Source: an optimization exercise on an open RTL-to-GDS flow (aim: small area, a short achievable clock period and few clock cycles). Production flows keep margins and buffers that such runs may drop. Where RTL was checked, it was by simulation tests only, not by an equivalence proof against the original. The RTL of run 3 was laid out without a check of its function.

## flow/design.v (module list and top-level ports; edited modules follow where they fit)
// module fp32_mac_core: 612 lines
// module ks_add: 32 lines
// module inc_pfx: 17 lines
// module lzc32: 28 lines
// module mul_tree: 696 lines
module fp32_mac_core #(
   parameter logic [31:0] CANON_NAN = 32'h7FC00000
) (
   input  logic        CLK_I,
   input  logic        RSTL_I,
   input  logic        IN_VALID_I,
   input  logic [95:0] IN_DATA_I,
   output logic        IN_READY_O,
   output logic        OUT_VALID_O,
   input  logic        OUT_READY_I,
   output logic [31:0] OUT_DATA_O,
   output logic        OVERRUN_O
);
  // ...
==> flow/flow/run.sh <==
#!/bin/bash
# The standard layout (standard.sh: the standard synthesis and ORFS flow, unchanged), with
#  - a tighter setup target for the timing repair steps: repair_timing works until the setup
#    slack at the fixed 10 ns clock is at least SETUP_SLACK_MARGIN (flow/margin.txt);
#  - the smallest buffer cell for the port buffers (every port still gets its buffer; repair
#    may resize them).
set -euo pipefail
MARGIN=$(cat flow/margin.txt)
bash standard.sh SETUP_SLACK_MARGIN=$MARGIN "BUFFER_PORTS_ARGS=-buffer_cell sky130_fd_sc_hd__buf_1" finish > standard_flow.log 2>&1
==> flow/flow/margin.txt <==
6.3
==> flow/standard.sh <==
#!/bin/bash
# synth_recipe.tcl (not shown) runs the flow's synth.tcl, then flattens the netlist and writes it again
# the make line also repeats each setting of config.mk as NAME=value (left out here)
make -C /OpenROAD-flow-scripts/flow DESIGN_CONFIG=/design/flow/config.mk WORK_HOME=/design/flow/orfs CLKGATE_MAP_FILE= SYNTH_SCRIPT=/design/flow/synth_recipe.tcl "${@:-finish}"
==> flow/config.mk <==
export PLATFORM = sky130hd
export DESIGN_NAME = fp32_mac_core
export DESIGN_NICKNAME = fp32_mac_core
export VERILOG_FILES = /design/flow/design.v
export SDC_FILE = /design/flow/constraint.sdc
export NUM_CORES = 4
export LEC_CHECK = 0
export CAP_MARGIN = 20
export CORE_MARGIN = 2
export CORE_UTILIZATION = 60
export CTS_BUF_LIST = sky130_fd_sc_hd__clkbuf_8
export CTS_CLUSTER_DIAMETER = 80
export CTS_CLUSTER_SIZE = 14
export SLEW_MARGIN = 20
==> flow/constraint.sdc <==
create_clock -name core_clock -period 10.0 [get_ports {CLK_I}]
set_input_delay 2.0000 -clock core_clock [delete_from_list [all_inputs] [get_ports {CLK_I}]]
set_output_delay 2.0000 -clock core_clock [all_outputs]
set_load 0.01 [all_outputs]
==> out/qor.yml, run 1 <==
status: "timing/DRC/antenna clean"
ys_seq_area_share_pct: 36.6
core_area_um2: 60100
die_w_um: 250
place_ws_ns: 5.62
critPathSlowestCell: "edfxtp_1"
finalHoldViolations: 0
wl_met2_um: 43400
cts.path.max_buffers: 3
post_cts_buffers: 20
core.rowCount: 90
whs_endpoint: "cc2[11]"
min_period_ns: 3.65
synth_top_area_share_pct: 26.0
timing.slew.headroom_pct: 27.2
synth_edf_count: 314
grt_use_met2_pct: 47.2
routed.top_layer: "met4"
wl_met3_um: 10100
synth_common_cells: "nand2_1, inv_1, edfxtp_1"
reg2reg_depth: 12
synth_xor_area_share_pct: 8.43
max_freq_mhz: 274
final_common_cell: "nand2_1"
multi_input_area_share_pct: 55.1
clk_pin_slew_ns: 0.10
buffer_area_share_pct: 3.77
synth_area_um2: 36300
reg.largest.list: "c2 x34, s2 x34"
rsz0062_at_grt: "yes"
Testbench counts, summed over its fixed seeds: cycles 4,848.
==> run 2: changes to the inputs <==
--- a/flow/config.mk
+++ b/flow/config.mk
@@ -7,7 +7,7 @@
 export LEC_CHECK = 0
 export CAP_MARGIN = 20
 export CORE_MARGIN = 2
-export CORE_UTILIZATION = 60
+export CORE_UTILIZATION = 40
 export CTS_BUF_LIST = sky130_fd_sc_hd__clkbuf_8
 export CTS_CLUSTER_DIAMETER = 80
 export CTS_CLUSTER_SIZE = 14
==> out/qor.yml, run 2 <==
status: "timing/DRC/antenna clean"
fin_area_um2: 40400
synth_common_cells: "nand2_1, inv_1, edfxtp_1"
critPathCapture: "c2[16]"
cts_sinks: 504
die_w_um: 305  # +22%
synth_top_area_share_pct: 26.0  # unchanged
die_h_um: 305
drive_gt1_share_pct: 11.2
ant_nets: 0
cap_violations: 0
clk_pin_slew_ns: 0.09  # about the same
reg.largest.list: "c2 x34, s2 x34"
fin_ws_ns: 6.37
timing.slew.headroom_pct: 30.7  # +3.5 points
r2r_start: "a[13]"
postSynthCellCount: 3687
final_common_cell: "nand2_1"
root_buffer: "clkbuf_8"
r2r-end: "c2[16]"
ios: 135
dpl-instance-area_um2: 37800
gp_congestion: 0.902
drt-total-wl_um: 98900
fin_worst_skew_ns: 0.0638
synth_area_um2: 36300  # unchanged
grt_pass1_vias: 26900
crit_path_start: "a[13]"
max_freq_mhz: 276  # +0.68%
syn2layout_area_growth_pct: 11.2
io_buffers: 134
core_area_um2: 90000  # +50%
grt_max_degree: 86
yosysMostFrequentCell: "nand2_1"
synth_warnings: 19
cts.path.max_buffers: 3  # unchanged
finalCritPeriodShare_pct: 36.3
synth_area_leaders: "edfxtp_1, dfxtp_1, fa_1"
globalRoute.totalOverflow: 0
synth_edf_count: 314  # unchanged
critPathKind: "flop to flop"
drtPass1Iterations: 8
drc: 0
syn_area_per_cell_um2: 9.85
setup_viol: 0
yosys.area.top_type: "edfxtp_1"
start_util_pct: 40.3
finalHoldViolations: 0  # unchanged
rsz0062_at_grt: "yes"
worst_skew_pair.late_latency_ns: 0.74
via_count: 28000
cts_made_buffers: 47
synth_ff_type: "edfxtp_1"
setup_tns_ns: 0
grt_usage_pct: 20.5
critPathCaptureType: "flop"
dieArea_um2: 93200
hold_class: "flop to flop"
fin_nets: 4225
min_period_ns: 3.63  # -0.0245 ns
tightestPinTransition_ns: 1.03
dpl.hpwl_um: 70200
grt_pass1_wl_um: 153000
drv_slew: 0
cp.required_ns: 10.56
critPathMaxFanout: 15
antenna_found_initial: 2
syn_nets: 4136
r2r_slack_ns: 6.37
fin_hold_ws_ns: 0.377
ys_types: 119
cts.htree.levels: 2
wire_per_inst_um: 19.8
routed_via_density: 5.61
place_ws_ns: 5.60  # -0.0206 ns
cp.arrival_ns: 4.18
core.rowCount: 110  # +22%
layout_common_cells: "nand2_1, inv_1, edfxtp_1, xnor2_1, a21oi_1"
async_flop_share_pct: 2.58
reg2reg_depth: 8  # -4
startpoint_type: "flop"
cts_tree: "built"
ctsHoldBuffers: 0
ys_seq_area_share_pct: 36.6  # unchanged
drt_iter0_drc: 2556
synth.ff_latch_count: 504
==> run 2: routing by layer <==
layer  track usage (%)  routed length, um  vias up
met5                 0                  0        -
met4              6.70               3220        0
met3              3.33               6610      197
met2              32.8              44800     1038
met1              28.4              44300    13500
li1                  -                  -    13300
==> run 2: final cells by class <==
| cell class | count | area (um2) |
|---|---|---|
| Tap cell | 1176 | 1470 |
| Sequential cell | 504 | 13300 |
| Timing Repair Buffer | 250 | 1620 |
| Clock buffer | 48 | 661 |
| Multi-Input combinational cell | 2651 | 21800 |
| Antenna cell | 2 | 5.00 |
| Inverter | 322 | 1230 |
| Fill cell | 8675 | 49600 |
| Clock inverter | 33 | 273 |
==> run 2: worst min path at each step <==
stage	start	end	slack, ns	cells past startpoint
final	c[5]	cc2[5]	0.38	0
after global routing	c[12]	cc2[12]	0.40	0
after CTS	c[5]	cc2[5]	0.38	0
after detailed placement	c[5]	cc2[5]	0.36	0
after global placement	c[5]	cc2[5]	0.35	0
after floorplan	c[10]	cc2[10]	0.35	0
==> run 2: what timing repair did <==
item,CTS,global route
resized for setup,68,127
cloned,4,6
setup endpoints to repair,108,111
setup buffers,18,45
pin swaps,15,46
hold endpoints to repair,0,0
==> run 2: kinds of logic (layout without fill, tap and decap cells) <==
| family | Yosys count | in the layout | synth area share [%] |
|---|---|---|---|
| AND/OR/NAND/NOR | 969 | 971 | 13.3 |
| multiplexers | 148 | 148 | 4.95 |
| other | 0 | 2 | 0 |
| adder cells (fa/ha/maj) | 350 | 350 | 15.3 |
| XOR/XNOR | 348 | 348 | 8.44 |
| buffers and inverters | 534 | 653 | 5.86 |
| AO/OA/AOI/OAI | 834 | 834 | 15.5 |
| flip-flops | 504 | 504 | 36.6 |
==> run 2: per-stage QoR <==
step / utilization [%] / std cells
2_1_floorplan: - / 3687
3_3_place_gp: 42.0 / 4830
3_5_place_dp: 42.0 / 4830
4_1_cts: 43.7 / 4933
5_1_grt: 44.8 / 4986
6_report: 44.8 / 4986
==> run 2: worst max-delay path: stages (launching register included) <==
cell and delay [ns]:
edfxtp_1 0.84, a22oi_1 0.24, xnor2_1 0.20, fa_1 0.55
inv_1 0.06, fa_1 0.45, fa_1 0.52, inv_1 0.06
fa_1 0.53
==> module fp32_mac_core, before the edit <==
module fp32_mac_core #(
   parameter logic [31:0] CANON_NAN = 32'h7FC00000
) (
   input  logic        CLK_I,
   input  logic        RSTL_I,
   input  logic        IN_VALID_I,
   input  logic [95:0] IN_DATA_I,
   output logic        IN_READY_O,
   output logic        OUT_VALID_O,
   input  logic        OUT_READY_I,
   output logic [31:0] OUT_DATA_O,
   output logic        OVERRUN_O
);
   localparam logic [1:0] K_NUM = 2'd0, K_NAN = 2'd1, K_INF = 2'd2, K_ZERO = 2'd3;
   logic       valid_prev;
   logic       rise, acc, take;
   logic [2:0] cnt_q, cnt_n;    
   logic       v0_q, v1_q, v2_q, v3_q, v4_q, v5_q;
   logic       en_o, en5, en4, en3;
   assign rise  = IN_VALID_I & ~valid_prev;
   assign acc   = rise & IN_READY_O;
   assign take  = OUT_VALID_O & OUT_READY_I;
   assign cnt_n = cnt_q + {2'd0, acc} - {2'd0, take};
   assign en_o = ~OUT_VALID_O;
   assign en5  = ~v5_q | en_o;
   assign en4  = ~v4_q | en5;
   assign en3  = ~v3_q | en4;
   always_ff @(posedge CLK_I or negedge RSTL_I) begin
      if (!RSTL_I) begin
         valid_prev  <= 1'b1;
         IN_READY_O  <= 1'b1;
         OVERRUN_O   <= 1'b0;
         OUT_VALID_O <= 1'b0;
         cnt_q       <= 3'd0;
         v0_q        <= 1'b0;
         v1_q        <= 1'b0;
         v2_q        <= 1'b0;
         v3_q        <= 1'b0;
         v4_q        <= 1'b0;
         v5_q        <= 1'b0;
      end else begin
         valid_prev <= IN_VALID_I;
         if (rise & ~IN_READY_O) OVERRUN_O <= 1'b1;
         cnt_q      <= cnt_n;
         IN_READY_O <= ~cnt_n[2];
         v0_q       <= acc;
         v1_q       <= v0_q;
         v2_q       <= v1_q;
         if (en3) v3_q <= v2_q;
         if (en4) v4_q <= v3_q;
         else if (en5) v4_q <= 1'b0;
         if (en5) v5_q <= v4_q;
         else if (en_o) v5_q <= 1'b0;
         if (en_o) OUT_VALID_O <= v5_q;
         else if (OUT_READY_I) OUT_VALID_O <= 1'b0;
      end
   end
   logic [31:0] a, c;
   logic [31:13] b;
   logic [19:0] bd;
   function automatic logic [2:0] booth(input logic [2:0] x);
      booth[0] = x[1] ^ x[0];
      booth[1] = (x[2] & ~x[1] & ~x[0]) | (~x[2] & x[1] & x[0]);
      booth[2] = x[2];
   endfunction
   logic [19:0] bd_lo, bd_hi;
   logic [13:0] blx;      
   logic [12:0] bhx;      
   assign blx = {1'b0, IN_DATA_I[44:32], 1'b0};
   assign bhx = {2'b01, b[22:13], 1'b0};
   always_comb begin
      for (int i = 0; i < 6; i++) begin
         bd_lo[3*i +: 3] = booth(blx[2*i +: 3]);
         bd_hi[3*i +: 3] = booth(bhx[2*i +: 3]);
      end
      bd_lo[19:18] = booth({1'b0, blx[13:12]}) & 2'b11;
      bd_hi[19:18] = 2'b00;
   end
   always_ff @(posedge CLK_I) begin
      if (!v0_q) begin
         a <= IN_DATA_I[31:0];
         b <= IN_DATA_I[63:45];
         c <= IN_DATA_I[95:64];
      end
      bd <= v0_q ? bd_hi : bd_lo;
   end
   logic [23:0] am;
   logic        v1;
   logic [47:0] p0s, p0c;       
   logic [47:0] ts, tc;
   logic [251:0] tx;
   assign am = {1'b1, a[22:0]};
   assign v1 = v1_q;
   assign tx[0] = (((bd[0] & am[0])) ^ bd[2]);
   assign tx[1] = (((bd[0] & am[1]) | (bd[1] & am[0])) ^ bd[2]);
   assign tx[2] = (((bd[0] & am[2]) | (bd[1] & am[1])) ^ bd[2]);
   assign tx[3] = (((bd[0] & am[3]) | (bd[1] & am[2])) ^ bd[2]);
   assign tx[4] = (((bd[0] & am[4]) | (bd[1] & am[3])) ^ bd[2]);
   assign tx[5] = (((bd[0] & am[5]) | (bd[1] & am[4])) ^ bd[2]);
   assign tx[6] = (((bd[0] & am[6]) | (bd[1] & am[5])) ^ bd[2]);
   assign tx[7] = (((bd[0] & am[7]) | (bd[1] & am[6])) ^ bd[2]);
   assign tx[8] = (((bd[0] & am[8]) | (bd[1] & am[7])) ^ bd[2]);
   assign tx[9] = (((bd[0] & am[9]) | (bd[1] & am[8])) ^ bd[2]);
   assign tx[10] = (((bd[0] & am[10]) | (bd[1] & am[9])) ^ bd[2]);
   assign tx[11] = (((bd[0] & am[11]) | (bd[1] & am[10])) ^ bd[2]);
   assign tx[12] = (((bd[0] & am[12]) | (bd[1] & am[11])) ^ bd[2]);
   assign tx[13] = (((bd[0] & am[13]) | (bd[1] & am[12])) ^ bd[2]);
   assign tx[14] = (((bd[0] & am[14]) | (bd[1] & am[13])) ^ bd[2]);
   assign tx[15] = (((bd[0] & am[15]) | (bd[1] & am[14])) ^ bd[2]);
   assign tx[16] = (((bd[0] & am[16]) | (bd[1] & am[15])) ^ bd[2]);
   assign tx[17] = (((bd[0] & am[17]) | (bd[1] & am[16])) ^ bd[2]);
   assign tx[18] = (((bd[0] & am[18]) | (bd[1] & am[17])) ^ bd[2]);
   assign tx[19] = (((bd[0] & am[19]) | (bd[1] & am[18])) ^ bd[2]);
   assign tx[20] = (((bd[0] & am[20]) | (bd[1] & am[19])) ^ bd[2]);
   assign tx[21] = (((bd[0] & am[21]) | (bd[1] & am[20])) ^ bd[2]);
   assign tx[22] = (((bd[0] & am[22]) | (bd[1] & am[21])) ^ bd[2]);
   assign tx[23] = (((bd[0] & am[23]) | (bd[1] & am[22])) ^ bd[2]);
   assign tx[24] = (((bd[1] & am[23])) ^ bd[2]);
   assign tx[25] = bd[2];
   assign tx[26] = ~bd[2];
   assign tx[27] = (((bd[3] & am[0])) ^ bd[5]);
   assign tx[28] = (((bd[3] & am[1]) | (bd[4] & am[0])) ^ bd[5]);
   assign tx[29] = (((bd[3] & am[2]) | (bd[4] & am[1])) ^ bd[5]);
   assign tx[30] = (((bd[3] & am[3]) | (bd[4] & am[2])) ^ bd[5]);
   assign tx[31] = (((bd[3] & am[4]) | (bd[4] & am[3])) ^ bd[5]);
   assign tx[32] = (((bd[3] & am[5]) | (bd[4] & am[4])) ^ bd[5]);
   assign tx[33] = (((bd[3] & am[6]) | (bd[4] & am[5])) ^ bd[5]);
   assign tx[34] = (((bd[3] & am[7]) | (bd[4] & am[6])) ^ bd[5]);
   assign tx[35] = (((bd[3] & am[8]) | (bd[4] & am[7])) ^ bd[5]);
   assign tx[36] = (((bd[3] & am[9]) | (bd[4] & am[8])) ^ bd[5]);
   assign tx[37] = (((bd[3] & am[10]) | (bd[4] & am[9])) ^ bd[5]);
   assign tx[38] = (((bd[3] & am[11]) | (bd[4] & am[10])) ^ bd[5]);
   assign tx[39] = (((bd[3] & am[12]) | (bd[4] & am[11])) ^ bd[5]);
   assign tx[40] = (((bd[3] & am[13]) | (bd[4] & am[12])) ^ bd[5]);
   assign tx[41] = (((bd[3] & am[14]) | (bd[4] & am[13])) ^ bd[5]);
   assign tx[42] = (((bd[3] & am[15]) | (bd[4] & am[14])) ^ bd[5]);
   assign tx[43] = (((bd[3] & am[16]) | (bd[4] & am[15])) ^ bd[5]);
   assign tx[44] = (((bd[3] & am[17]) | (bd[4] & am[16])) ^ bd[5]);
   assign tx[45] = (((bd[3] & am[18]) | (bd[4] & am[17])) ^ bd[5]);
   assign tx[46] = (((bd[3] & am[19]) | (bd[4] & am[18])) ^ bd[5]);
   assign tx[47] = (((bd[3] & am[20]) | (bd[4] & am[19])) ^ bd[5]);
   assign tx[48] = (((bd[3] & am[21]) | (bd[4] & am[20])) ^ bd[5]);
   assign tx[49] = (((bd[3] & am[22]) | (bd[4] & am[21])) ^ bd[5]);
   assign tx[50] = (((bd[3] & am[23]) | (bd[4] & am[22])) ^ bd[5]);
   assign tx[51] = (((bd[4] & am[23])) ^ bd[5]);
   assign tx[52] = bd[5];
   assign tx[53] = ~bd[5];
   assign tx[54] = (((bd[6] & am[0])) ^ bd[8]);
   assign tx[55] = (((bd[6] & am[1]) | (bd[7] & am[0])) ^ bd[8]);
   assign tx[56] = (((bd[6] & am[2]) | (bd[7] & am[1])) ^ bd[8]);
   assign tx[57] = (((bd[6] & am[3]) | (bd[7] & am[2])) ^ bd[8]);
   assign tx[58] = (((bd[6] & am[4]) | (bd[7] & am[3])) ^ bd[8]);
   assign tx[59] = (((bd[6] & am[5]) | (bd[7] & am[4])) ^ bd[8]);
   assign tx[60] = (((bd[6] & am[6]) | (bd[7] & am[5])) ^ bd[8]);
   assign tx[61] = (((bd[6] & am[7]) | (bd[7] & am[6])) ^ bd[8]);
   assign tx[62] = (((bd[6] & am[8]) | (bd[7] & am[7])) ^ bd[8]);
   assign tx[63] = (((bd[6] & am[9]) | (bd[7] & am[8])) ^ bd[8]);
   assign tx[64] = (((bd[6] & am[10]) | (bd[7] & am[9])) ^ bd[8]);
   assign tx[65] = (((bd[6] & am[11]) | (bd[7] & am[10])) ^ bd[8]);
   assign tx[66] = (((bd[6] & am[12]) | (bd[7] & am[11])) ^ bd[8]);
   assign tx[67] = (((bd[6] & am[13]) | (bd[7] & am[12])) ^ bd[8]);
   assign tx[68] = (((bd[6] & am[14]) | (bd[7] & am[13])) ^ bd[8]);
   assign tx[69] = (((bd[6] & am[15]) | (bd[7] & am[14])) ^ bd[8]);
   assign tx[70] = (((bd[6] & am[16]) | (bd[7] & am[15])) ^ bd[8]);
   assign tx[71] = (((bd[6] & am[17]) | (bd[7] & am[16])) ^ bd[8]);
   assign tx[72] = (((bd[6] & am[18]) | (bd[7] & am[17])) ^ bd[8]);
   assign tx[73] = (((bd[6] & am[19]) | (bd[7] & am[18])) ^ bd[8]);
   assign tx[74] = (((bd[6] & am[20]) | (bd[7] & am[19])) ^ bd[8]);
   assign tx[75] = (((bd[6] & am[21]) | (bd[7] & am[20])) ^ bd[8]);
   assign tx[76] = (((bd[6] & am[22]) | (bd[7] & am[21])) ^ bd[8]);
   assign tx[77] = (((bd[6] & am[23]) | (bd[7] & am[22])) ^ bd[8]);
   assign tx[78] = (((bd[7] & am[23])) ^ bd[8]);
   assign tx[79] = bd[8];
   assign tx[80] = ~bd[8];
   assign tx[81] = (((bd[9] & am[0])) ^ bd[11]);
   assign tx[82] = (((bd[9] & am[1]) | (bd[10] & am[0])) ^ bd[11]);
   assign tx[83] = (((bd[9] & am[2]) | (bd[10] & am[1])) ^ bd[11]);
   assign tx[84] = (((bd[9] & am[3]) | (bd[10] & am[2])) ^ bd[11]);
   assign tx[85] = (((bd[9] & am[4]) | (bd[10] & am[3])) ^ bd[11]);
   assign tx[86] = (((bd[9] & am[5]) | (bd[10] & am[4])) ^ bd[11]);
   assign tx[87] = (((bd[9] & am[6]) | (bd[10] & am[5])) ^ bd[11]);
   assign tx[88] = (((bd[9] & am[7]) | (bd[10] & am[6])) ^ bd[11]);
   assign tx[89] = (((bd[9] & am[8]) | (bd[10] & am[7])) ^ bd[11]);
   assign tx[90] = (((bd[9] & am[9]) | (bd[10] & am[8])) ^ bd[11]);
   assign tx[91] = (((bd[9] & am[10]) | (bd[10] & am[9])) ^ bd[11]);
   assign tx[92] = (((bd[9] & am[11]) | (bd[10] & am[10])) ^ bd[11]);
   assign tx[93] = (((bd[9] & am[12]) | (bd[10] & am[11])) ^ bd[11]);
   assign tx[94] = (((bd[9] & am[13]) | (bd[10] & am[12])) ^ bd[11]);
   assign tx[95] = (((bd[9] & am[14]) | (bd[10] & am[13])) ^ bd[11]);
   assign tx[96] = (((bd[9] & am[15]) | (bd[10] & am[14])) ^ bd[11]);
   assign tx[97] = (((bd[9] & am[16]) | (bd[10] & am[15])) ^ bd[11]);
   assign tx[98] = (((bd[9] & am[17]) | (bd[10] & am[16])) ^ bd[11]);
   assign tx[99] = (((bd[9] & am[18]) | (bd[10] & am[17])) ^ bd[11]);
   assign tx[100] = (((bd[9] & am[19]) | (bd[10] & am[18])) ^ bd[11]);
   assign tx[101] = (((bd[9] & am[20]) | (bd[10] & am[19])) ^ bd[11]);
   assign tx[102] = (((bd[9] & am[21]) | (bd[10] & am[20])) ^ bd[11]);
   assign tx[103] = (((bd[9] & am[22]) | (bd[10] & am[21])) ^ bd[11]);
   assign tx[104] = (((bd[9] & am[23]) | (bd[10] & am[22])) ^ bd[11]);
   assign tx[105] = (((bd[10] & am[23])) ^ bd[11]);
   assign tx[106] = bd[11];
   assign tx[107] = ~bd[11];
   assign tx[108] = (((bd[12] & am[0])) ^ bd[14]);
   assign tx[109] = (((bd[12] & am[1]) | (bd[13] & am[0])) ^ bd[14]);
   assign tx[110] = (((bd[12] & am[2]) | (bd[13] & am[1])) ^ bd[14]);
   assign tx[111] = (((bd[12] & am[3]) | (bd[13] & am[2])) ^ bd[14]);
   assign tx[112] = (((bd[12] & am[4]) | (bd[13] & am[3])) ^ bd[14]);
   assign tx[113] = (((bd[12] & am[5]) | (bd[13] & am[4])) ^ bd[14]);
   assign tx[114] = (((bd[12] & am[6]) | (bd[13] & am[5])) ^ bd[14]);
   assign tx[115] = (((bd[12] & am[7]) | (bd[13] & am[6])) ^ bd[14]);
   assign tx[116] = (((bd[12] & am[8]) | (bd[13] & am[7])) ^ bd[14]);
   assign tx[117] = (((bd[12] & am[9]) | (bd[13] & am[8])) ^ bd[14]);
   assign tx[118] = (((bd[12] & am[10]) | (bd[13] & am[9])) ^ bd[14]);
   assign tx[119] = (((bd[12] & am[11]) | (bd[13] & am[10])) ^ bd[14]);
   assign tx[120] = (((bd[12] & am[12]) | (bd[13] & am[11])) ^ bd[14]);
   assign tx[121] = (((bd[12] & am[13]) | (bd[13] & am[12])) ^ bd[14]);
   assign tx[122] = (((bd[12] & am[14]) | (bd[13] & am[13])) ^ bd[14]);
   assign tx[123] = (((bd[12] & am[15]) | (bd[13] & am[14])) ^ bd[14]);
   assign tx[124] = (((bd[12] & am[16]) | (bd[13] & am[15])) ^ bd[14]);
   assign tx[125] = (((bd[12] & am[17]) | (bd[13] & am[16])) ^ bd[14]);
   assign tx[126] = (((bd[12] & am[18]) | (bd[13] & am[17])) ^ bd[14]);
   assign tx[127] = (((bd[12] & am[19]) | (bd[13] & am[18])) ^ bd[14]);
   assign tx[128] = (((bd[12] & am[20]) | (bd[13] & am[19])) ^ bd[14]);
   assign tx[129] = (((bd[12] & am[21]) | (bd[13] & am[20])) ^ bd[14]);
   assign tx[130] = (((bd[12] & am[22]) | (bd[13] & am[21])) ^ bd[14]);
   assign tx[131] = (((bd[12] & am[23]) | (bd[13] & am[22])) ^ bd[14]);
   assign tx[132] = (((bd[13] & am[23])) ^ bd[14]);
   assign tx[133] = bd[14];
   assign tx[134] = ~bd[14];
   assign tx[135] = (((bd[15] & am[0])) ^ bd[17]);
   assign tx[136] = (((bd[15] & am[1]) | (bd[16] & am[0])) ^ bd[17]);
   assign tx[137] = (((bd[15] & am[2]) | (bd[16] & am[1])) ^ bd[17]);
   assign tx[138] = (((bd[15] & am[3]) | (bd[16] & am[2])) ^ bd[17]);
   assign tx[139] = (((bd[15] & am[4]) | (bd[16] & am[3])) ^ bd[17]);
   assign tx[140] = (((bd[15] & am[5]) | (bd[16] & am[4])) ^ bd[17]);
   assign tx[141] = (((bd[15] & am[6]) | (bd[16] & am[5])) ^ bd[17]);
   assign tx[142] = (((bd[15] & am[7]) | (bd[16] & am[6])) ^ bd[17]);
   assign tx[143] = (((bd[15] & am[8]) | (bd[16] & am[7])) ^ bd[17]);
   assign tx[144] = (((bd[15] & am[9]) | (bd[16] & am[8])) ^ bd[17]);
   assign tx[145] = (((bd[15] & am[10]) | (bd[16] & am[9])) ^ bd[17]);
   assign tx[146] = (((bd[15] & am[11]) | (bd[16] & am[10])) ^ bd[17]);
   assign tx[147] = (((bd[15] & am[12]) | (bd[16] & am[11])) ^ bd[17]);
   assign tx[148] = (((bd[15] & am[13]) | (bd[16] & am[12])) ^ bd[17]);
   assign tx[149] = (((bd[15] & am[14]) | (bd[16] & am[13])) ^ bd[17]);
   assign tx[150] = (((bd[15] & am[15]) | (bd[16] & am[14])) ^ bd[17]);
   assign tx[151] = (((bd[15] & am[16]) | (bd[16] & am[15])) ^ bd[17]);
   assign tx[152] = (((bd[15] & am[17]) | (bd[16] & am[16])) ^ bd[17]);
   assign tx[153] = (((bd[15] & am[18]) | (bd[16] & am[17])) ^ bd[17]);
   assign tx[154] = (((bd[15] & am[19]) | (bd[16] & am[18])) ^ bd[17]);
   assign tx[155] = (((bd[15] & am[20]) | (bd[16] & am[19])) ^ bd[17]);
   assign tx[156] = (((bd[15] & am[21]) | (bd[16] & am[20])) ^ bd[17]);
   assign tx[157] = (((bd[15] & am[22]) | (bd[16] & am[21])) ^ bd[17]);
   assign tx[158] = (((bd[15] & am[23]) | (bd[16] & am[22])) ^ bd[17]);
   assign tx[159] = (((bd[16] & am[23])) ^ bd[17]);
   assign tx[160] = bd[17];
   assign tx[161] = ~bd[17];
   assign tx[162] = (p0s[13] & v1);
   assign tx[163] = (p0s[14] & v1);
   assign tx[164] = (p0s[15] & v1);
   assign tx[165] = (p0s[16] & v1);
   assign tx[166] = (p0s[17] & v1);
   assign tx[167] = (p0s[18] & v1);
   assign tx[168] = (p0s[19] & v1);
   assign tx[169] = (p0s[20] & v1);
   assign tx[170] = (p0s[21] & v1);
   assign tx[171] = (p0s[22] & v1);
   assign tx[172] = (p0s[23] & v1);
   assign tx[173] = (p0s[24] & v1);
   assign tx[174] = ((bd[18] & am[0])) | (p0s[25] & v1);
   assign tx[175] = ((bd[18] & am[1]) | (bd[19] & am[0])) | (p0s[26] & v1);
   assign tx[176] = ((bd[18] & am[2]) | (bd[19] & am[1])) | (p0s[27] & v1);
   assign tx[177] = ((bd[18] & am[3]) | (bd[19] & am[2])) | (p0s[28] & v1);
   assign tx[178] = ((bd[18] & am[4]) | (bd[19] & am[3])) | (p0s[29] & v1);
   assign tx[179] = ((bd[18] & am[5]) | (bd[19] & am[4])) | (p0s[30] & v1);
   assign tx[180] = ((bd[18] & am[6]) | (bd[19] & am[5])) | (p0s[31] & v1);
   assign tx[181] = ((bd[18] & am[7]) | (bd[19] & am[6])) | (p0s[32] & v1);
   assign tx[182] = ((bd[18] & am[8]) | (bd[19] & am[7])) | (p0s[33] & v1);
   assign tx[183] = ((bd[18] & am[9]) | (bd[19] & am[8])) | (p0s[34] & v1);
   assign tx[184] = ((bd[18] & am[10]) | (bd[19] & am[9])) | (p0s[35] & v1);
   assign tx[185] = ((bd[18] & am[11]) | (bd[19] & am[10])) | (p0s[36] & v1);
   assign tx[186] = ((bd[18] & am[12]) | (bd[19] & am[11])) | (p0s[37] & v1);
   assign tx[187] = ((bd[18] & am[13]) | (bd[19] & am[12])) | (p0s[38] & v1);
   assign tx[188] = ((bd[18] & am[14]) | (bd[19] & am[13])) | (p0s[39] & v1);
   assign tx[189] = ((bd[18] & am[15]) | (bd[19] & am[14])) | (p0s[40] & v1);
   assign tx[190] = ((bd[18] & am[16]) | (bd[19] & am[15])) | (p0s[41] & v1);
   assign tx[191] = ((bd[18] & am[17]) | (bd[19] & am[16])) | (p0s[42] & v1);
   assign tx[192] = ((bd[18] & am[18]) | (bd[19] & am[17])) | (p0s[43] & v1);
   assign tx[193] = ((bd[18] & am[19]) | (bd[19] & am[18])) | (p0s[44] & v1);
   assign tx[194] = ((bd[18] & am[20]) | (bd[19] & am[19])) | (p0s[45] & v1);
   assign tx[195] = ((bd[18] & am[21]) | (bd[19] & am[20])) | (p0s[46] & v1);
   assign tx[196] = ((bd[18] & am[22]) | (bd[19] & am[21])) | (p0s[47] & v1);
   assign tx[197] = ((bd[18] & am[23]) | (bd[19] & am[22]));
   assign tx[198] = ((bd[19] & am[23]));
   assign tx[199] = (p0c[13] & v1);
   assign tx[200] = (p0c[14] & v1);
   assign tx[201] = (p0c[15] & v1);
   assign tx[202] = (p0c[16] & v1);
   assign tx[203] = (p0c[17] & v1);
   assign tx[204] = (p0c[18] & v1);
   assign tx[205] = (p0c[19] & v1);
   assign tx[206] = (p0c[20] & v1);
   assign tx[207] = (p0c[21] & v1);
   assign tx[208] = (p0c[22] & v1);
   assign tx[209] = (p0c[23] & v1);
   assign tx[210] = (p0c[24] & v1);
   assign tx[211] = (p0c[25] & v1);
   assign tx[212] = (p0c[26] & v1);
   assign tx[213] = (p0c[27] & v1);
   assign tx[214] = (p0c[28] & v1);
   assign tx[215] = (p0c[29] & v1);
   assign tx[216] = (p0c[30] & v1);
   assign tx[217] = (p0c[31] & v1);
   assign tx[218] = (p0c[32] & v1);
   assign tx[219] = (p0c[33] & v1);
   assign tx[220] = (p0c[34] & v1);
   assign tx[221] = (p0c[35] & v1);
   assign tx[222] = (p0c[36] & v1);
   assign tx[223] = (p0c[37] & v1);
   assign tx[224] = (p0c[38] & v1);
   assign tx[225] = (p0c[39] & v1);
   assign tx[226] = (p0c[40] & v1);
   assign tx[227] = (p0c[41] & v1);
   assign tx[228] = (p0c[42] & v1);
   assign tx[229] = (p0c[43] & v1);
   assign tx[230] = (p0c[44] & v1);
   assign tx[231] = (p0c[45] & v1);
   assign tx[232] = (p0c[46] & v1);
   assign tx[233] = (p0c[47] & v1);
   assign tx[234] = 1'b1;
   assign tx[235] = 1'b1;
   assign tx[236] = 1'b1;
   assign tx[237] = 1'b1;
   assign tx[238] = 1'b1;
   assign tx[239] = 1'b1;
   assign tx[240] = 1'b1;
   assign tx[241] = 1'b1;
   assign tx[242] = 1'b1;
   assign tx[243] = 1'b1;
   assign tx[244] = 1'b1;
   assign tx[245] = 1'b1;
   assign tx[246] = 1'b1;
   assign tx[247] = 1'b1;
   assign tx[248] = 1'b1;
   assign tx[249] = 1'b1;
   assign tx[250] = 1'b1;
   assign tx[251] = 1'b1;
   mul_tree u_tree (.x(tx), .s(ts), .c(tc));
   always_ff @(posedge CLK_I) begin
      p0s <= ts;
      p0c <= tc;
   end
   logic [12:0] lo13;
   logic        lo13_c;
   ks_add #(13, 4) u_lo13 (.a(p0s[12:0]), .b(p0c[12:0]), .ci(1'b0), .s(lo13), .co(lo13_c));
   logic blo_zero;
   always_ff @(posedge CLK_I) begin
      blo_zero <= (bd == 20'd0);
   end
   logic a_zero, b_zero, c_zero, a_inf, b_inf, c_inf, a_nan, b_nan, c_nan;
   logic mul_sign;
   logic [1:0] kind_m;
   logic       ksign_m, kill_m;
   logic [9:0] ep_m;
   logic [10:0] t_m;
   assign a_zero   = (a[30:23] == 8'h00);
   assign b_zero   = (b[30:23] == 8'h00);
   assign c_zero   = (c[30:23] == 8'h00);
   assign a_inf    = (a[30:23] == 8'hFF) && (a[22:0] == 23'd0);
   assign b_inf    = (b[30:23] == 8'hFF) && (b[22:13] == 10'd0) && blo_zero;
   assign c_inf    = (c[30:23] == 8'hFF) && (c[22:0] == 23'd0);
   assign a_nan    = (a[30:23] == 8'hFF) && (a[22:0] != 23'd0);
   assign b_nan    = (b[30:23] == 8'hFF) && !b_inf;
   assign c_nan    = (c[30:23] == 8'hFF) && (c[22:0] != 23'd0);
   assign mul_sign = a[31] ^ b[31];
   assign ep_m     = {2'b00, a[30:23]} + {2'b00, b[30:23]} - 10'd127;
   logic [10:0] t1;
   always_ff @(posedge CLK_I) begin
      t1 <= {3'b000, c[30:23]} + 11'd127 - {3'b000, a[30:23]} - {3'b000, b[30:23]};
   end
   assign t_m      = t1;
   always_comb begin
      kind_m  = K_NUM;
      ksign_m = 1'b0;
      kill_m  = 1'b0;
      if (a_nan || b_nan || c_nan || (a_inf && b_zero) || (b_inf && a_zero) ||
          ((a_inf || b_inf) && c_inf && (mul_sign != c[31])))
         kind_m = K_NAN;
      else if (a_inf || b_inf) begin
         kind_m = K_INF; ksign_m = mul_sign;
      end else if (c_inf) begin
         kind_m = K_INF; ksign_m = c[31];
      end else if (a_zero || b_zero) begin
         if (c_zero) begin
            kind_m = K_ZERO; ksign_m = c[31];
         end else
            kill_m = 1'b1;
      end
   end
   logic [14:0] sk_m;        
   logic [2:0] dp_m, dz_m;
   always_comb begin
      for (int k = 0; k < 3; k++) begin
         logic [10:0] d, m;
         d = t_m - 11'(k);
         m = d[10] ? (11'd0 - d) : d;
         sk_m[5*k +: 5] = (m > 11'd31) ? 5'd31 : m[4:0];
         dp_m[k] = ~d[10] & (d != 11'd0);
         dz_m[k] = (d == 11'd0);
      end
   end
   logic [34:0] s2, c2;
   logic        cy2, st2;
   logic [9:0]  ep2;
   logic [14:0] sk2;
   logic [2:0]  dp2, dz2;
   logic        ps2;
   logic [31:0] cc2;
   logic [1:0]  kind2;
   logic        ks2, kill2;
   always_ff @(posedge CLK_I) begin
      s2    <= ts[34:0];
      c2    <= tc[34:0];
      cy2   <= lo13_c;
      st2   <= |lo13;
      ep2   <= ep_m;
      sk2   <= sk_m;
      dp2   <= dp_m;
      dz2   <= dz_m;
      ps2   <= mul_sign;
      cc2   <= c;
      kind2 <= kind_m;
      ks2   <= ksign_m;
      kill2 <= kill_m;
   end
   logic [34:0] q;             
   logic        q_co;
   logic        pr_ovf;
   logic [22:0] pr_r;
   logic [23:0] rm;
   ks_add #(35, 6) u_qadd (.a(s2), .b(c2), .ci(cy2), .s(q), .co(q_co));
   logic [23:0] m1, m0;
   logic        inc1, inc0;
   logic [22:0] r1, r0;
   assign m1   = q[34:11];
   assign m0   = q[33:10];
   assign inc1 = q[10] & ((|q[9:0]) | st2 | m1[0]);
   assign inc0 = q[9]  & ((|q[8:0]) | st2 | m0[0]);
   inc_pfx #(23, 5) u_pinc1 (.a(m1[22:0]), .ci(inc1), .s(r1));
   inc_pfx #(23, 5) u_pinc0 (.a(m0[22:0]), .ci(inc0), .s(r0));
   assign pr_r   = q[34] ? r1 : r0;
   assign pr_ovf = q[34] ? (inc1 & (&m1)) : (inc0 & (&m0));
   assign rm = {1'b1, pr_r};
   logic [4:0] sha, shb;
   logic       dpa, dpb, dza, dzb;
   always_comb begin
      if (q[34]) begin
         sha = sk2[9:5];   dpa = dp2[1]; dza = dz2[1];
         shb = sk2[14:10]; dpb = dp2[2]; dzb = dz2[2];
      end else begin
         sha = sk2[4:0];   dpa = dp2[0]; dza = dz2[0];
         shb = sk2[9:5];   dpb = dp2[1]; dzb = dz2[1];
      end
   end
   logic [23:0] rm3;
   logic [9:0]  ep3;
   logic        n3, ovf3;
   logic        ps3;
   logic [31:0] cc3;
   logic [1:0]  kind3;
   logic        ks3, kill3;
   logic        dpa3, dpb3, dza3, dzb3;
   logic [4:0]  sha3, shb3;
   always_ff @(posedge CLK_I) begin
      if (en3) begin
         rm3    <= rm;
         ep3    <= ep2;
         n3     <= q[34];
         ovf3   <= pr_ovf;
         ps3    <= ps2;
         cc3    <= cc2;
         kind3  <= kind2;
         ks3    <= ks2;
         kill3  <= kill2;
         dpa3   <= dpa;
         dpb3   <= dpb;
         dza3   <= dza;
         dzb3   <= dzb;
         sha3   <= sha;
         shb3   <= shb;
      end
   end
   logic [23:0] c_man, sm_in, lg_m;
   logic        c_nz, c_gt, c_bigger, sm_ok;
   logic [26:0] al_x, al_sh, al_mask, al_small;
   logic        al_st;
   logic [24:0] cmp_d;
   logic        cmp_co;
   logic       dpos3, dzero3;
   logic [4:0] sh3;
   logic [9:0] re3;
   assign dpos3  = ovf3 ? dpb3 : dpa3;
   assign dzero3 = ovf3 ? dzb3 : dza3;
   assign sh3    = ovf3 ? shb3 : sha3;
   assign re3    = ep3 + {9'd0, n3} + {9'd0, ovf3};
   assign c_nz  = (cc3[30:23] != 8'h00);
   assign c_man = {c_nz, cc3[22:0]};
   ks_add #(24, 5) u_cmp (.a(rm3), .b(~c_man), .ci(1'b1), .s(cmp_d[23:0]), .co(cmp_co));
   assign c_gt     = ~cmp_co;
   assign c_bigger = kill3 | (c_nz & (dpos3 | (dzero3 & c_gt)));
   assign sm_ok    = c_nz & ~kill3;
   assign sm_in   = (dpos3 ? rm3 : c_man) & {24{sm_ok}};
   assign al_x    = {sm_in, 3'b000};
   assign al_sh   = al_x >> sh3;
   assign al_mask = ~(27'h7FFFFFF << sh3);
   assign al_st   = |(al_x & al_mask);
   always_comb begin
      if (dzero3 & c_gt & sm_ok)
         al_small = {rm3, 3'b000};
      else
         al_small = {al_sh[26:1], al_sh[0] | al_st};
   end
   assign lg_m = c_bigger ? c_man : rm3;
   logic [23:0] lg4;
   logic [26:0] sm4;
   logic [9:0]  e4;
   logic        s4, sub4;
   logic [1:0]  kind4;
   logic        ks4;
   always_ff @(posedge CLK_I) begin
      if (en4) begin
         lg4   <= lg_m;
         sm4   <= al_small ^ {27{cc3[31] ^ ps3}};
         e4    <= c_bigger ? {2'b00, cc3[30:23]} : re3;
         s4    <= c_bigger ? cc3[31] : ps3;
         sub4  <= cc3[31] ^ ps3;
         kind4 <= kind3;
         ks4   <= ks3;
      end
   end
   logic [26:0] add_s;
   logic        add_co;
   logic [27:0] add_sum;
   logic [26:0] pre;
   logic [4:0]  lz;
   ks_add #(27, 5) u_add (.a({lg4, 3'b000}), .b(sm4), .ci(sub4), .s(add_s), .co(add_co));
   assign add_sum = {add_co & ~sub4, add_s};
   lzc32 u_lzc (.x({add_sum[26:0], 5'b10000}), .n(lz));
   logic [4:0]  lzu;
   logic [26:0] pre_a, pre_b;
   assign lzu   = add_sum[27] ? 5'd0 : lz;
   assign pre_a = add_sum[27] ? {add_sum[27:2], add_sum[1] | add_sum[0]} : add_sum[26:0];
   assign pre_b = lzu[4] ? {pre_a[10:0], 16'd0} : pre_a;
   assign pre   = lzu[3] ? {pre_b[18:0], 8'd0} : pre_b;
   logic [26:0] pre5;
   logic [4:0]  lz5;
   logic        up5;
   logic [9:0]  e5;
   logic        s5;
   logic [1:0]  kind5;
   logic        ks5;
   always_ff @(posedge CLK_I) begin
      if (en5) begin
         pre5  <= pre;
         lz5   <= lzu;
         up5   <= add_sum[27];
         e5    <= e4;
         s5    <= s4;
         kind5 <= kind4;
         ks5   <= ks4;
      end
   end
   logic [26:0] norm;
   logic [9:0]  ne;
   logic        ne_co;
   logic [7:0]  ne_p1;
   logic [22:0] rn_r;
   logic        rn_inc, rn_ovf, zero5;
   logic        ge254, ge255, le0, ovr, unr;
   logic [7:0]  rnd_e;
   logic [31:0] res;
   assign norm   = pre5 << lz5[2:0];
   assign rn_inc = norm[2] & (norm[1] | norm[0] | norm[3]);
   assign rn_ovf = rn_inc & (&norm[26:3]);
   inc_pfx #(23, 5) u_rinc (.a(norm[25:3]), .ci(rn_inc), .s(rn_r));
   assign zero5 = (lz5 == 5'd27);
   ks_add #(10, 4) u_ne (.a(e5), .b(up5 ? 10'd0 : ~{5'd0, lz5}), .ci(1'b1), .s(ne), .co(ne_co));
   assign ne_p1 = ne[7:0] + 8'd1;
   assign ge255 = ~ne[9] & (ne[8] | (&ne[7:0]));
   assign ge254 = ~ne[9] & (ne[8] | (&ne[7:1]));
   assign le0   = ne[9] | (ne == 10'd0);
   assign ovr   = rn_ovf ? ge254 : ge255;
   assign unr   = rn_ovf ? ne[9] : le0;
   assign rnd_e = rn_ovf ? ne_p1 : ne[7:0];
   always_comb begin
      case (kind5)
         K_NAN:  res = CANON_NAN;
         K_INF:  res = {ks5, 8'hFF, 23'd0};
         K_ZERO: res = {ks5, 31'd0};
         default:
            if (zero5)
               res = 32'd0;
            else if (ovr)
               res = {s5, 8'hFF, 23'd0};
            else if (unr)
               res = {s5, 31'd0};
            else
               res = {s5, rnd_e, rn_r};
      endcase
   end
   always_ff @(posedge CLK_I) begin
      if (en_o) OUT_DATA_O <= res;
   end
endmodule
==> run 3: changes to the inputs <==
--- a/flow/design.v
+++ b/flow/design.v
@@ -442,8 +442,17 @@
    logic [22:0] r1, r0;
    assign m1   = q[34:11];
    assign m0   = q[33:10];
-   assign inc1 = q[10] & ((|q[9:0]) | st2 | m1[0]);
-   assign inc0 = q[9]  & ((|q[8:0]) | st2 | m0[0]);
+   logic [9:0] zd;
+   logic       nz10, nz9;
+   always_comb begin
+      zd[0] = (s2[0] ^ c2[0]) ~^ cy2;
+      for (int i = 1; i < 10; i++)
+         zd[i] = (s2[i] ^ c2[i]) ~^ (s2[i-1] | c2[i-1]);
+   end
+   assign nz10 = ~(&zd[9:0]);    
+   assign nz9  = ~(&zd[8:0]);    
+   assign inc1 = q[10] & (nz10 | st2 | m1[0]);
+   assign inc0 = q[9]  & (nz9  | st2 | m0[0]);
    inc_pfx #(23, 5) u_pinc1 (.a(m1[22:0]), .ci(inc1), .s(r1));
    inc_pfx #(23, 5) u_pinc0 (.a(m0[22:0]), .ci(inc0), .s(r0));
    assign pr_r   = q[34] ? r1 : r0;
==> out/qor.yml, run 3 <==
ys_seq_area_share_pct: 36.3  # -0.31 points
final_common_cell: "inv_1"
finalHoldViolations: 0  # unchanged
cap_violations: 0  # unchanged
drt_iter0_drc: 2095  # -18%
cts_tree: "built"
synth.ff_latch_count: 504  # unchanged
tightestPinTransition_ns: 1.22  # +0.197 ns
reg.largest.list: "c2 x34, s2 x34"
status: "timing/DRC/antenna clean"
layout_common_cells: "inv_1, edfxtp_1, nand2_1, xnor2_1, nor2_1"
cts_sinks: 504  # unchanged
cp.arrival_ns: 4.37  # +0.19 ns
syn2layout_area_growth_pct: 14.3
startpoint_type: "flop"
rsz0062_at_grt: "yes"
grt_pass1_wl_um: 158000  # +3.3%
setup_viol: 0  # unchanged
synth_area_leaders: "edfxtp_1, dfxtp_1, fa_1"
yosysMostFrequentCell: "inv_1"
via_count: 28600  # +2.0%
timing.slew.headroom_pct: 18.2  # -13 points
die_h_um: 307  # +0.41%
grt_usage_pct: 21.1  # +0.54 points
hold_class: "flop to flop"
globalRoute.totalOverflow: 0  # unchanged
gp_congestion: 0.915  # +1.4%
fin_nets: 4297  # +1.7%
fin_worst_skew_ns: 0.0854  # +0.0215 ns
synth_area_um2: 36600  # +0.84%
min_delay_path_depth: 0  # unchanged
syn_nets: 4144  # +0.19%
finalCritPeriodShare_pct: 39.5  # +3.2 points
max_freq_mhz: 253  # -8.1%
grt_pass1_vias: 28300  # +5.2%
hp-start: "c[16]"
cts_made_buffers: 48  # +2.1%
io_buffers: 134  # unchanged
drv_slew: 0  # unchanged
drc: 0  # unchanged
cts.path.max_buffers: 3  # unchanged
synth_warnings: 19  # unchanged
yosys.area.top_type: "edfxtp_1"
min_period_ns: 3.95  # +0.322 ns
critPathMaxFanout: 3  # -12
dpl.hpwl_um: 72800  # +3.7%
core_area_um2: 90400  # +0.46%
grt_max_degree: 68  # -21%
ios: 135  # unchanged
cp.required_ns: 10.42  # -0.14 ns
cts.htree.levels: 2  # unchanged
async_flop_share_pct: 2.58  # unchanged
synth_common_cells: "inv_1, edfxtp_1, nand2_1"
core.rowCount: 110  # unchanged
critPathKind: "flop to flop"
r2r_start: "c2[0]"
worst_skew_pair.late_latency_ns: 0.76  # +0.02 ns
synth_ff_type: "edfxtp_1"
wire_per_inst_um: 20.3  # +2.4%
r2r_slack_ns: 6.05  # -0.32 ns
fillers: 8527  # -1.7%
ys_types: 107  # -10%
fin_util_pct: 46.3  # +1.5 points
whs_endpoint: "cc2[16]"
antenna_found_initial: 2  # unchanged
drt-total-wl_um: 103000  # +3.8%
dieArea_um2: 94000  # +0.83%
start_util_pct: 40.5  # +0.15 points
drive_gt1_share_pct: 14.8  # +3.6 points
reg2reg_depth: 16  # +8
critPathCaptureType: "flop"
synth_top_area_share_pct: 25.8  # -0.22 points
ant_nets: 0  # unchanged
root_buffer: "clkbuf_8"
syn_area_per_cell_um2: 9.93  # +0.87%
postSynthCellCount: 3686  # -0.027%
synth_edf_count: 314  # unchanged
r2r-end: "rm3[18]"
die_w_um: 307  # +0.41%
drtPass1Iterations: 8  # unchanged
setup_tns_ns: 0  # unchanged
clk_pin_slew_ns: 0.09  # about the same
routed_via_density: 5.65  # +0.64%
## run 3: cell count changes after synthesis, sizes merged, moves of 14 or more
cell,previous run,this run
nand2,350,300
o21ai,164,114
a21oi,214,183
mux2,19,50
inv,321,350
mux2i,107,131
xnor2,263,283
xor2,85,71
## run 3: metal layers
| metal | part of all wire [%] | GRT usage [%] |
|---|---|---|
| met1 | 41 | 26.0 |
| met2 | 50 | 37.3 |
| met3 | 5.5 | 3.10 |
| met4 | 3.7 | 7.85 |
| met5 | 0.012 | 0 |
## run 3: how the worst max path moves through the flow
stage | startpoint | endpoint | slack, ns
2_1_floorplan | OUT_VALID_O | cc3[0] | 5.93
3_3_place_gp | lg4[0] | pre5[18] | 5.53
3_5_place_dp | lg4[0] | pre5[18] | 5.47
4_1_cts | c2[0] | rm3[22] | 6.02
5_1_grt | c2[0] | rm3[22] | 5.91
6_report | c2[0] | rm3[18] | 6.05
## run 3: worst max-delay path, stage by stage, from the launching register on
cell and delay, ns:
dfxtp_4 0.36, ha_4 0.16, fa_2 0.41, a211oi_4 0.35
nor3_4 0.08, o211ai_1 0.20, o211ai_2 0.14, or4b_4 0.57
nor4_4 0.17, buf_4 0.17, nand4b_4 0.14, buf_4 0.18
buf_6 0.11, buf_6 0.12, nor4_4 0.14, xnor2_1 0.17
mux2i_1 0.13
## run 3: cell families after synthesis
logic type	count (synthesis)	synth area share, %
xor gates and xnor gates	354	8.47
muxes	199	6.23
DFF	504	36.3
and+or+nand+nor	916	12.7
adders and majority gates	359	15.5
AOI/OAI and AO/OA	788	14.7
buffers and inverters	566	6.05
## run 3: stage by stage
step / instances / hold WS (ns) / area (um2) / worst slack, ns
final: 5056 / 0.371 / 41900 / 6.05
after global routing: 5056 / 0.373 / 41900 / 5.91
after CTS: 4964 / 0.369 / 40200 / 6.02
after detailed placement: 4825 / 0.356 / 38200 / 5.47
after global placement: 4825 / 0.357 / 38200 / 5.53
after floorplan: 3686 / 0.348 / 36700 / 5.93
## run 3: cell type report
type / instances / area (um2) / area share (%)
Clock buffer: 48 / 661 / 1.58
Tap cell: 1176 / 1470 / 3.51
Inverter: 354 / 1350 / 3.23
Timing Repair inverter: 1 / 5.00 / 0.0120
Clock inverter: 42 / 300 / 0.717
Multi-Input combinational cell: 2618 / 22600 / 54.1
Timing Repair Buffer: 312 / 2110 / 5.03
Sequential cell: 504 / 13300 / 31.8
Antenna cell: 1 / 2.50 / 0.00598
## run 3: timing repair
action                     in CTS  in global routing
pin swaps                      36                 66
hold buffers                    0                  0
gates resized for setup       130                174
buffers inserted               48                 83
setup endpoints to repair     189                141
cloned                          1                  8
==> run 4: changes to the inputs <==
--- a/flow/design.v
+++ b/flow/design.v
@@ -442,17 +442,8 @@
    logic [22:0] r1, r0;
    assign m1   = q[34:11];
    assign m0   = q[33:10];
-   logic [9:0] zd;
-   logic       nz10, nz9;
-   always_comb begin
-      zd[0] = (s2[0] ^ c2[0]) ~^ cy2;
-      for (int i = 1; i < 10; i++)
-         zd[i] = (s2[i] ^ c2[i]) ~^ (s2[i-1] | c2[i-1]);
-   end
-   assign nz10 = ~(&zd[9:0]);    
-   assign nz9  = ~(&zd[8:0]);    
-   assign inc1 = q[10] & (nz10 | st2 | m1[0]);
-   assign inc0 = q[9]  & (nz9  | st2 | m0[0]);
+   assign inc1 = q[10] & ((|q[9:0]) | st2 | m1[0]);
+   assign inc0 = q[9]  & ((|q[8:0]) | st2 | m0[0]);
    inc_pfx #(23, 5) u_pinc1 (.a(m1[22:0]), .ci(inc1), .s(r1));
    inc_pfx #(23, 5) u_pinc0 (.a(m0[22:0]), .ci(inc0), .s(r0));
    assign pr_r   = q[34] ? r1 : r0;
==> flow/flow/run.sh (replaced) <==
#!/bin/bash
# The standard layout (standard.sh: the standard synthesis and ORFS flow, unchanged), with
#  - a tighter setup target for the timing repair steps: repair_timing works until the setup
#    slack at the fixed 10 ns clock is at least SETUP_SLACK_MARGIN (flow/margin.txt);
#  - the smallest buffer cell for the port buffers (every port still gets its buffer; repair
#    may resize them);
#  - clock tree synthesis with clkbuf_8 buffers, clusters of up to 14 sinks within 80 um,
#    and no dummy loads.
set -euo pipefail
MARGIN=$(cat flow/margin.txt)
CTS="-sink_clustering_enable -repair_clock_nets -dont_use_dummy_load -sink_clustering_size 14 -sink_clustering_max_diameter 80 -buf_list sky130_fd_sc_hd__clkbuf_8"
bash standard.sh SETUP_SLACK_MARGIN=$MARGIN "BUFFER_PORTS_ARGS=-buffer_cell sky130_fd_sc_hd__buf_1" "CTS_ARGS=$CTS" finish > standard_flow.log 2>&1
--- a/flow/config.mk
+++ b/flow/config.mk
@@ -8,7 +8,4 @@
 export CAP_MARGIN = 20
 export CORE_MARGIN = 2
 export CORE_UTILIZATION = 40
-export CTS_BUF_LIST = sky130_fd_sc_hd__clkbuf_8
-export CTS_CLUSTER_DIAMETER = 80
-export CTS_CLUSTER_SIZE = 14
 export SLEW_MARGIN = 20
==> out/qor.yml, run 4 <==
status: "timing/DRC/antenna clean"
synth_ff_type: "edfxtp_1"
tightestPinTransition_ns: 1.11  # -0.114 ns
grt_max_degree: 86  # +26%
hold_class: "flop to flop"
critPathCaptureType: "flop"
final_common_cell: "nand2_1"
syn_area_per_cell_um2: 9.85  # -0.86%
synth.ff_latch_count: 504  # unchanged
critPathMaxFanout: 45  # +42
timing.slew.headroom_pct: 25.5  # +7.3 points
yosysMostFrequentCell: "nand2_1"
ys_seq_area_share_pct: 36.6  # +0.31 points
drive_gt1_share_pct: 11.9  # -2.9 points
cts.path.max_buffers: 3  # unchanged
cp.required_ns: 10.38  # -0.04 ns
io_buffers: 134  # unchanged
drv_slew: 0  # unchanged
layout_common_cells: "nand2_1, edfxtp_1, inv_1, xnor2_1, nor2_1"
fin_worst_skew_ns: 0.124  # +0.0387 ns
dp.cells: 4830  # +0.10%
grt_usage_pct: 20.5  # -0.54 points
die_h_um: 305  # -0.41%
dpl.hpwl_um: 70200  # -3.5%
cp.arrival_ns: 4.08  # -0.29 ns
min_period_ns: 3.70  # -0.250 ns
slowest_delay_ns: 0.57  # about the same
drt_iter0_drc: 2493  # +19%
grt_pass1_wl_um: 153000  # -3.2%
drtPass1Iterations: 8  # unchanged
syn2layout_area_growth_pct: 11.3
die_w_um: 305  # -0.41%
yosys.area.top_type: "edfxtp_1"
synth_area_leaders: "edfxtp_1, dfxtp_1, fa_1"
cts_sinks: 504  # unchanged
start_util_pct: 40.3  # -0.15 points
antenna_found_initial: 2  # unchanged
routed_via_density: 5.63  # -0.30%
root_buffer: "clkbuf_8"
postSynthCellCount: 3687  # +0.027%
setup_tns_ns: 0  # unchanged
cap_violations: 0  # unchanged
clk_pin_slew_ns: 0.09  # about the same
max_freq_mhz: 270  # +6.8%
via_count: 28000  # -1.8%
drc: 0  # unchanged
finalHoldViolations: 0  # unchanged
startpoint_type: "flop"
cts.htree.levels: 2  # unchanged
core.rowCount: 110  # unchanged
dieArea_um2: 93200  # -0.82%
finalCritPeriodShare_pct: 37.0  # -2.5 points
rsz0062_at_grt: "yes"
ios: 135  # unchanged
core_area_um2: 90000  # -0.46%
fin_nets: 4255  # -0.98%
async_flop_share_pct: 2.58  # unchanged
reg.largest.list: "c2 x34, s2 x34"
synth_top_area_share_pct: 26.0  # +0.22 points
finalNonFillerCells: 4982  # -1.5%
synth_warnings: 19  # unchanged
critPathKind: "flop to flop"
drt-total-wl_um: 99500  # -3.1%
wire_per_inst_um: 20.0  # -1.7%
ys_types: 119  # +11%
worst_skew_pair.late_latency_ns: 0.73  # -0.03 ns
setup_viol: 0  # unchanged
fin_hold_ws_ns: 0.374  # +0.00295 ns
critPathSlowestCell: "a311oi_1"
synth_edf_count: 314  # unchanged
gp_congestion: 0.902  # -1.4%
cp_cell_sequence: "buf_4, mux2i_4, clkbuf_8, mux2i_1, nor2_1, nor3_2, a22oi_1, o22a_1, a311oi_1, a21oi_1, xnor2_1"
ant_nets: 0  # unchanged
synth_area_um2: 36300  # -0.83%
ctsHoldBuffers: 0  # unchanged
cts_tree: "built"
syn_nets: 4136  # -0.19%
synth_common_cells: "nand2_1, inv_1, edfxtp_1"
globalRoute.totalOverflow: 0  # unchanged
cts_made_buffers: 47  # -2.1%
grt_pass1_vias: 26800  # -5.2%
## run 4: cell types whose count changed after synthesis, moves of 12 or more
cell	before	now
a21oi_1	181	209
a31oi_1	36	24
mux2_2	50	16
inv_1	349	317
buf_2	11	26
mux2i_1	131	105
xor2_1	71	84
clkbuf_1	167	154
nand2_1	300	347
xnor2_1	283	262
o21ai_0	106	148
## run 4: what timing repair did
item                       4_1_cts  5_1_grt
setup endpoints to repair      113      120
hold endpoints to repair         0        0
resized for setup               75      134
pin swaps                       16       47
buffers inserted                20       70
gates cloned                     4        9
## run 4: kinds of logic after synthesis
| logic type | after synthesis | share of synthesized area [%] |
|---|---|---|
| fa+ha+maj | 350 | 15.3 |
| simple gates | 969 | 13.3 |
| flops | 504 | 36.6 |
| compound gates | 834 | 15.5 |
| buf+inv | 534 | 5.86 |
| xor+xnor | 348 | 8.44 |
| mux | 148 | 4.95 |
## run 4: per-stage QoR
stage / cell area [um2] / utilization [%] / worst slack (ns)
after detailed placement: 37800 / 42.0 / 5.60
after global routing: 40400 / 44.9 / 6.22
after CTS: 39100 / 43.4 / 6.29
after global placement: 37800 / 42.0 / 5.65
after floorplan: 36300 / - / 5.93
final: 40400 / 44.9 / 6.30
## run 4: final cells by class
type | count | area (um2)
fill | 8656 | 49600
inverter | 322 | 1230
tap | 1176 | 1470
sequential | 504 | 13300
antenna | 2 | 5.00
timing repair buffer | 280 | 1920
multi-input combinational | 2651 | 21800
clock buffer | 47 | 647
## run 4: final timing paths
kind,slack (ns),cells after the start,from,to
worst max-delay path,6.30,11,ovf3,sm4[7]
worst min-delay path,0.37,0,c[5],cc2[5]
worst max register to register,6.30,11,ovf3,sm4[7]
worst min register to register,0.37,0,c[5],cc2[5]
max in group asynchronous,8.13,1,RSTL_I,v1_q
min in group asynchronous,1.38,1,RSTL_I,v5_q
## run 4: routing by layer
metal / global-route usage [%] / vias up / part of all wire (%)
met2: 32.9 / 1066 / 45
met3: 3.19 / 194 / 6.9
li1: - / 13300 / -
met5: 0 / - / 0
met1: 28.5 / 13500 / 45
met4: 6.43 / 0 / 3.1
## run 4: worst max-delay path, delay by kind of cell (launching register included)
kind / cells / cell delay (ns)
XOR/XNOR: 1 / 0.18
multiplexers: 2 / 0.64
buffers and inverters: 2 / 0.68
AO/OA/AOI/OAI: 4 / 1.08
AND/OR/NAND/NOR: 2 / 0.43
flip-flops: 1 / 0.33
Testbench counts of run 4, summed over its fixed seeds: cycles 4,848.

-- what the ideal ports hide --
No port has a modelled driver above. Below, the same layouts with a new extraction and two added sets of constraints. Step 1 assumes that a clkbuf_16 drives the clock port and a buf_2 every other input. Step 2 adds t to the input delays and takes it off the output delays; t is the mean of the earliest and latest rising clock arrival at the registers after step 1. Input paths then give back, and output paths get back, about the clock's delay inside the block. Three values: ideal, step 1, step 2; two values: the first two.
run	shift t [ns]	setup WS [ns]	pins driven straight from the clock port
run 1	0.708	6.349 / 6.349 / 6.349	1
run 2	0.774	6.373 / 6.373 / 6.371	1
run 3	0.782	6.052 / 6.052 / 6.052	1
run 4	0.734	6.302 / 6.302 / 6.302	1
After both steps setup and hold are still met in every run listed. For run 2, which loses most, drivers alone change the setup slack by 0.000 ns; drivers and shift together by -0.002 ns.
